This is an optimization exercise on Yosys and OpenROAD, whose aim is a short achievable clock period and few clock cycles per item, not a production implementation.
Power figures rest on the tool's default switching activity, not on a simulated workload.

==> inputs of exp/violet <==
Design sliding_window_sender, start of the top module:
module sliding_window_sender #(
   parameter int WINDOW_SLOTS  = 8,
   parameter int PAYLOAD_BYTES = 1024
) (
   input  logic        clock,
   input  logic        reset,
   input  logic        req_tvalid,
   output logic        req_tready,
   input  logic [15:0] req_tdata,    
   input  logic [1:0]  req_tuser,    
   output logic        rsp_tvalid,
   input  logic        rsp_tready,
   output logic [31:0] rsp_tdata,    
   output logic [2:0]  rsp_tuser,    
   output logic        rsp_tlast,    
   input  logic        csr_we,
   input  logic [1:0]  csr_index,
   input  logic [15:0] csr_wdata
);
Settings: LEC_CHECK=0, ABC_CLOCK_PERIOD_IN_PS=2500, CAP_MARGIN=20, CORE_MARGIN=2, CORE_UTILIZATION=65, CTS_CLUSTER_DIAMETER=60, CTS_CLUSTER_SIZE=30, PLACE_DENSITY=0.75, SETUP_SLACK_MARGIN=5, SLEW_MARGIN=20; clock period 8.0 ns.
run.sh (not shown) runs the stock make flow with config.mk's settings and CLKGATE_MAP_FILE= SYNTH_SCRIPT=/design/flow/synth_recipe.tcl, a recipe that flattens the netlist after the stock synthesis.
==> inputs of exp/zinc, as changes to exp/violet <==
- CORE_UTILIZATION: 65 -> 40
- CTS_CLUSTER_DIAMETER: 60 -> default
- CTS_CLUSTER_SIZE: 30 -> default
- PLACE_DENSITY: 0.75 -> default
==> inputs of exp/raven, as changes to exp/violet <==
--- a/flow/design.v
+++ b/flow/design.v
@@ -157,22 +157,23 @@
    logic [7:0]  outst_ff, outst_in;
    logic [15:0] age_ff [8];
    logic [15:0] age_in [8];
    logic [7:0]  ge_ff, ge_in;          
    logic [13:0] dist_ff, dist_in;      
-   logic [5:0]  df_ff, df_in;          
-   logic [5:0]  df_dec, df_cur, df_pc;
+   logic [6:0]  df_ff, df_in;          
+   logic [6:0]  df_dec, df_pc;
    logic        proc, x_free;
    logic        hi0, hi1, inwin, ack_tr, slide, set_only;
    logic        is_start, is_hsdone, is_tick, clear, early;
    logic [7:0]  run_s, nlt_s, lt1_s, lt2_s, fire, hs_mask, bln_oh, abovebl;
    logic [7:0]  age_gep, age_get;
    logic [2:0]  bl_n;
    logic        carry, done, allrun;
-   logic        eq_pc0, eq_pc1;
-   logic        lq0, lq1, lq2, lqz, dz, d1, d2, d3, dgt1, dgt2, pml;
-   logic [7:0]  lo_lt;
+   logic        lq0, lq1, lq2, dz, d1, d2, d3, dgt0, dgt1, dgt2, pml;
+   logic [7:0]  lo_lt, lt0_s, ltc_s, needm;
+   logic [7:0]  lo_lt_ff, hs_mask_ff, len_hs_ff;
+   logic        done_pre, pc_top;
    logic [12:0] pc_hi, pm_hi;
    logic [2:0]  pc_lo, pm_lo;
    logic [7:0]  d_emask;
    logic        d_resend, d_sorder;
    logic [2:0]  d_bl;
@@ -183,10 +184,17 @@
    logic [7:0]  len_slide, len_tick, len_hs;
    assign pc_hi = packet_count[15:3];
    assign pc_lo = packet_count[2:0];
    assign pm_hi = pc_minus1[15:3];
    assign pm_lo = pc_minus1[2:0];
+   always_ff @(posedge clock) begin
+      for (int i = 0; i < 8; i++) begin
+         lo_lt_ff[i]   <= 3'(i) < pc_lo;
+         hs_mask_ff[i] <= pc_hi != '0 || 3'(i) < pc_lo;
+         len_hs_ff[i]  <= pc_nonzero && pm_hi == 13'd0 && 3'(i) == pm_lo;
+      end
+   end
    assign proc      = x_valid_ff && !q_full;
    assign x_free    = !x_valid_ff || proc;
    assign item_take = item_valid && x_free;
    always_ff @(posedge clock) begin
       if (reset) begin
@@ -249,29 +257,32 @@
    always_comb begin
       bl_n = '0;
       for (int i = 0; i < 8; i++) if (bln_oh[i]) bl_n = bl_n | 3'(i);
    end
    assign carry  = run_s[7];
-   function automatic logic [5:0] dflags(input logic [13:0] d);
-      dflags = {$signed(d) > 14'sd2, $signed(d) > 14'sd1, d == 14'd3, d == 14'd2,
-                d == 14'd1, d == 14'd0};
+   function automatic logic [6:0] dflags(input logic [13:0] d);
+      dflags = {$signed(d) > 14'sd2, $signed(d) > 14'sd1, $signed(d) > 14'sd0,
+                d == 14'd3, d == 14'd2, d == 14'd1, d == 14'd0};
    endfunction
-   assign df_cur = dflags({1'b0, pc_hi} - {1'b0, bh_ff});
    assign df_pc  = dflags({1'b0, pc_hi});
-   assign df_dec = {$signed(dist_ff) > 14'sd3, df_ff[5], dist_ff == 14'd4, df_ff[3:1]};
-   assign {dgt2, dgt1, d3, d2, d1, dz} = df_ff;
-   assign eq_pc0 = dz;
-   assign eq_pc1 = d1;
-   assign done   = (carry ? eq_pc1 : eq_pc0) && ((bln_oh & pc_lo_onehot) != '0);
+   assign df_dec = {$signed(dist_ff) > 14'sd3, df_ff[6:5], dist_ff == 14'd4, df_ff[3:1]};
+   assign {dgt2, dgt1, dgt0, d3, d2, d1, dz} = df_ff;
+   assign pc_top   = d1 && (pc_lo_onehot & bloh_ff) != '0;     
+   assign done_pre = (ltc_s & bloh_ff) != '0 && (nlt_s & bloh_ff) == '0;
+   assign done     = done_pre && (needm & ~acked_ff) == '0 &&
+                     (pc_top || (acked_ff & pc_lo_onehot) == '0);
    always_comb begin
       for (int i = 0; i < 8; i++) begin
-         lo_lt[i] = 3'(i) < pc_lo;
+         lt0_s[i] = dgt0 || (dz && lo_lt[i]);
          lt1_s[i] = dgt1 || (d1 && lo_lt[i]);
          lt2_s[i] = dgt2 || (d2 && lo_lt[i]);
          nlt_s[i] = abovebl[i] ? lt1_s[i] : lt2_s[i];
+         ltc_s[i] = abovebl[i] ? lt0_s[i] : lt1_s[i];    
+         needm[i] = ltc_s[i] && !bloh_ff[i];
       end
-      for (int i = 0; i < 8; i++) hs_mask[i] = (pc_hi != '0) || lo_lt[i];
+      lo_lt   = lo_lt_ff;
+      hs_mask = hs_mask_ff;
    end
    always_comb begin
       for (int i = 0; i < 8; i++) begin
          fire[i]    = is_tick && outst_ff[i] && ge_ff[i] && !timeout_max;
          age_get[i] = age_ff[i] >= timeout_ticks;
@@ -286,11 +297,11 @@
       bl_in    = bl_ff;
       bloh_in  = bloh_ff;
       acked_in = acked_ff;
       outst_in = outst_ff;
       dist_in  = proc ? dist_ff : {1'b0, pc_hi} - {1'b0, bh_ff};
-      df_in    = proc ? df_ff : df_cur;
+      df_in    = proc ? df_ff : dflags(dist_ff);
       for (int i = 0; i < 8; i++) begin
          if (clear || (slide && run_s[i]) || fire[i]) begin
             age_in[i] = '0;
             ge_in[i]  = timeout_zero;
          end else if (is_tick && outst_ff[i]) begin
@@ -347,62 +358,44 @@
       dist_ff  <= dist_in;
       df_ff    <= df_in;
       for (int i = 0; i < 8; i++) age_ff[i] <= age_in[i];
    end
    assign pml = pc_lo == 3'd0;
-   assign lqz = pc_nonzero && pm_hi == 13'd0;
+   assign len_hs = len_hs_ff;
    assign lq0 = pc_nonzero && (pml ? d1 : dz);
    assign lq1 = pc_nonzero && (pml ? d2 : d1);
    assign lq2 = pc_nonzero && (pml ? d3 : d2);
    always_comb begin
       for (int j = 0; j < 8; j++) begin
          len_slide[j] = (!abovebl[j] ? lq2 : lq1) && 3'(j) == pm_lo;
          len_tick[j]  = (!abovebl[j] ? lq1 : lq0) && 3'(j) == pm_lo;
-         len_hs[j]    = lqz && 3'(j) == pm_lo;
       end
    end
    always_comb begin
-      d_emask   = hs_mask;
-      d_resend  = 1'b0;
-      d_sorder  = 1'b0;
-      d_bl      = '0;
-      d_hi      = '0;
-      d_lenm    = len_hs;
-      d_tail    = 1'b0;
-      d_tail_ev = 3'd4;
-      q_push    = is_hsdone && pc_nonzero;
-      if (is_start) begin
-         d_emask   = '0;
-         d_tail    = 1'b1;
-         d_tail_ev = 3'd2;
-         q_push    = 1'b1;
-      end
-      if (early) begin
-         d_emask   = '0;
-         d_tail    = 1'b1;
-         d_tail_ev = 3'd3;
-         d_hi      = x_seq_ff[15:3];
-         d_bl      = x_seq_ff[2:0];
-         q_push    = 1'b1;
-      end
-      if (slide) begin
-         d_emask  = run_s & nlt_s;
-         d_sorder = 1'b1;
-         d_bl     = bl_ff;
-         d_hi     = bhp1_ff[12:0];
-         d_lenm   = len_slide;
-         d_tail   = done;
-         q_push   = (nlt_s & bloh_ff) != '0 || done;
-      end
-      if (is_tick) begin
-         d_emask  = fire;
-         d_resend = 1'b1;
-         d_bl     = bl_ff;
-         d_hi     = bh_ff;
-         d_lenm   = len_tick;
-         q_push   = fire != '0;
+      d_resend  = x_kind_ff[3];
+      d_sorder  = x_kind_ff[1];
+      d_bl      = (x_kind_ff[1] && phase_ff == PH_HANDSHK) ? x_seq_ff[2:0] :
+                  x_kind_ff[2] ? 3'd0 : bl_ff;
+      d_tail_ev = x_kind_ff[0] ? 3'd2 : (phase_ff == PH_HANDSHK) ? 3'd3 : 3'd4;
+      if (x_kind_ff[1]) begin
+         d_hi   = (phase_ff == PH_HANDSHK) ? x_seq_ff[15:3] : bhp1_ff[12:0];
+         d_lenm = len_slide;
+         d_emask = (phase_ff == PH_HANDSHK) ? 8'd0 : run_s & nlt_s;
+         d_tail  = (phase_ff == PH_HANDSHK) || done;
+      end else if (x_kind_ff[3]) begin
+         d_hi    = bh_ff;
+         d_lenm  = len_tick;
+         d_emask = fire;
+         d_tail  = 1'b0;
+      end else begin
+         d_hi    = '0;
+         d_lenm  = len_hs;
+         d_emask = x_kind_ff[2] ? hs_mask : 8'd0;
+         d_tail  = x_kind_ff[0];
       end
+      q_push = is_start || early || (is_hsdone && pc_nonzero) ||
+               (slide && ((nlt_s & bloh_ff) != '0 || done)) || (fire != '0);
    end
    assign q_write = proc;
    assign q_data  = {d_emask, d_resend, d_sorder, d_bl, d_hi, d_lenm, d_tail, d_tail_ev};
 endmodule
 module swsnd_seq #(
- CTS_CLUSTER_DIAMETER: 60 -> default
- CTS_CLUSTER_SIZE: 30 -> default
==> run notes <==
Count of clock-buffer cells in the layout, lowest first: exp/violet, exp/raven, exp/zinc.
Via count: exp/zinc < exp/raven < exp/violet.
exp/violet finished clean. exp/zinc went through all stages and came out clean. exp/raven finished clean.
Maximum frequency, lowest first: exp/zinc, exp/violet, exp/raven.
Routed wire length, highest first: exp/zinc, exp/violet, exp/raven.
In clock power, exp/zinc and exp/raven hardly differ.
No functional check of the RTL was part of any run of this note.

## port drivers added, routing unchanged
The results above use ideal ports. As a check the final layouts listed here were re-extracted and re-timed, cells and wires unchanged.
Step 1: set_driving_cell puts a clkbuf_16 on clock and a buf_2 on each other input, an assumption about the parent block.
Step 2 times the ports against the registers' clock, not the clock port: input delays grow and output delays shrink by t, the midpoint of the rising clock arrivals with the driver on.
Slacks: no drivers / after step 1 / after step 2; pairs: no drivers / after step 1.
| run | shift t [ns] | setup WS [ns] | worst data-port slew with drivers (ns) |
|---|---|---|---|
| exp/violet | 0.705 | 4.858 / 4.858 / 4.671 | 0.04 |
| exp/zinc | 0.741 | 4.770 / 4.770 / 4.658 | 0.06 |
| exp/raven | 0.712 | 4.984 / 4.963 / 4.711 | 0.05 |
After both steps every run listed still meets setup and hold. The setup slack of exp/raven, which loses most, moves by -0.021 ns with the drivers and by -0.273 ns with both steps.
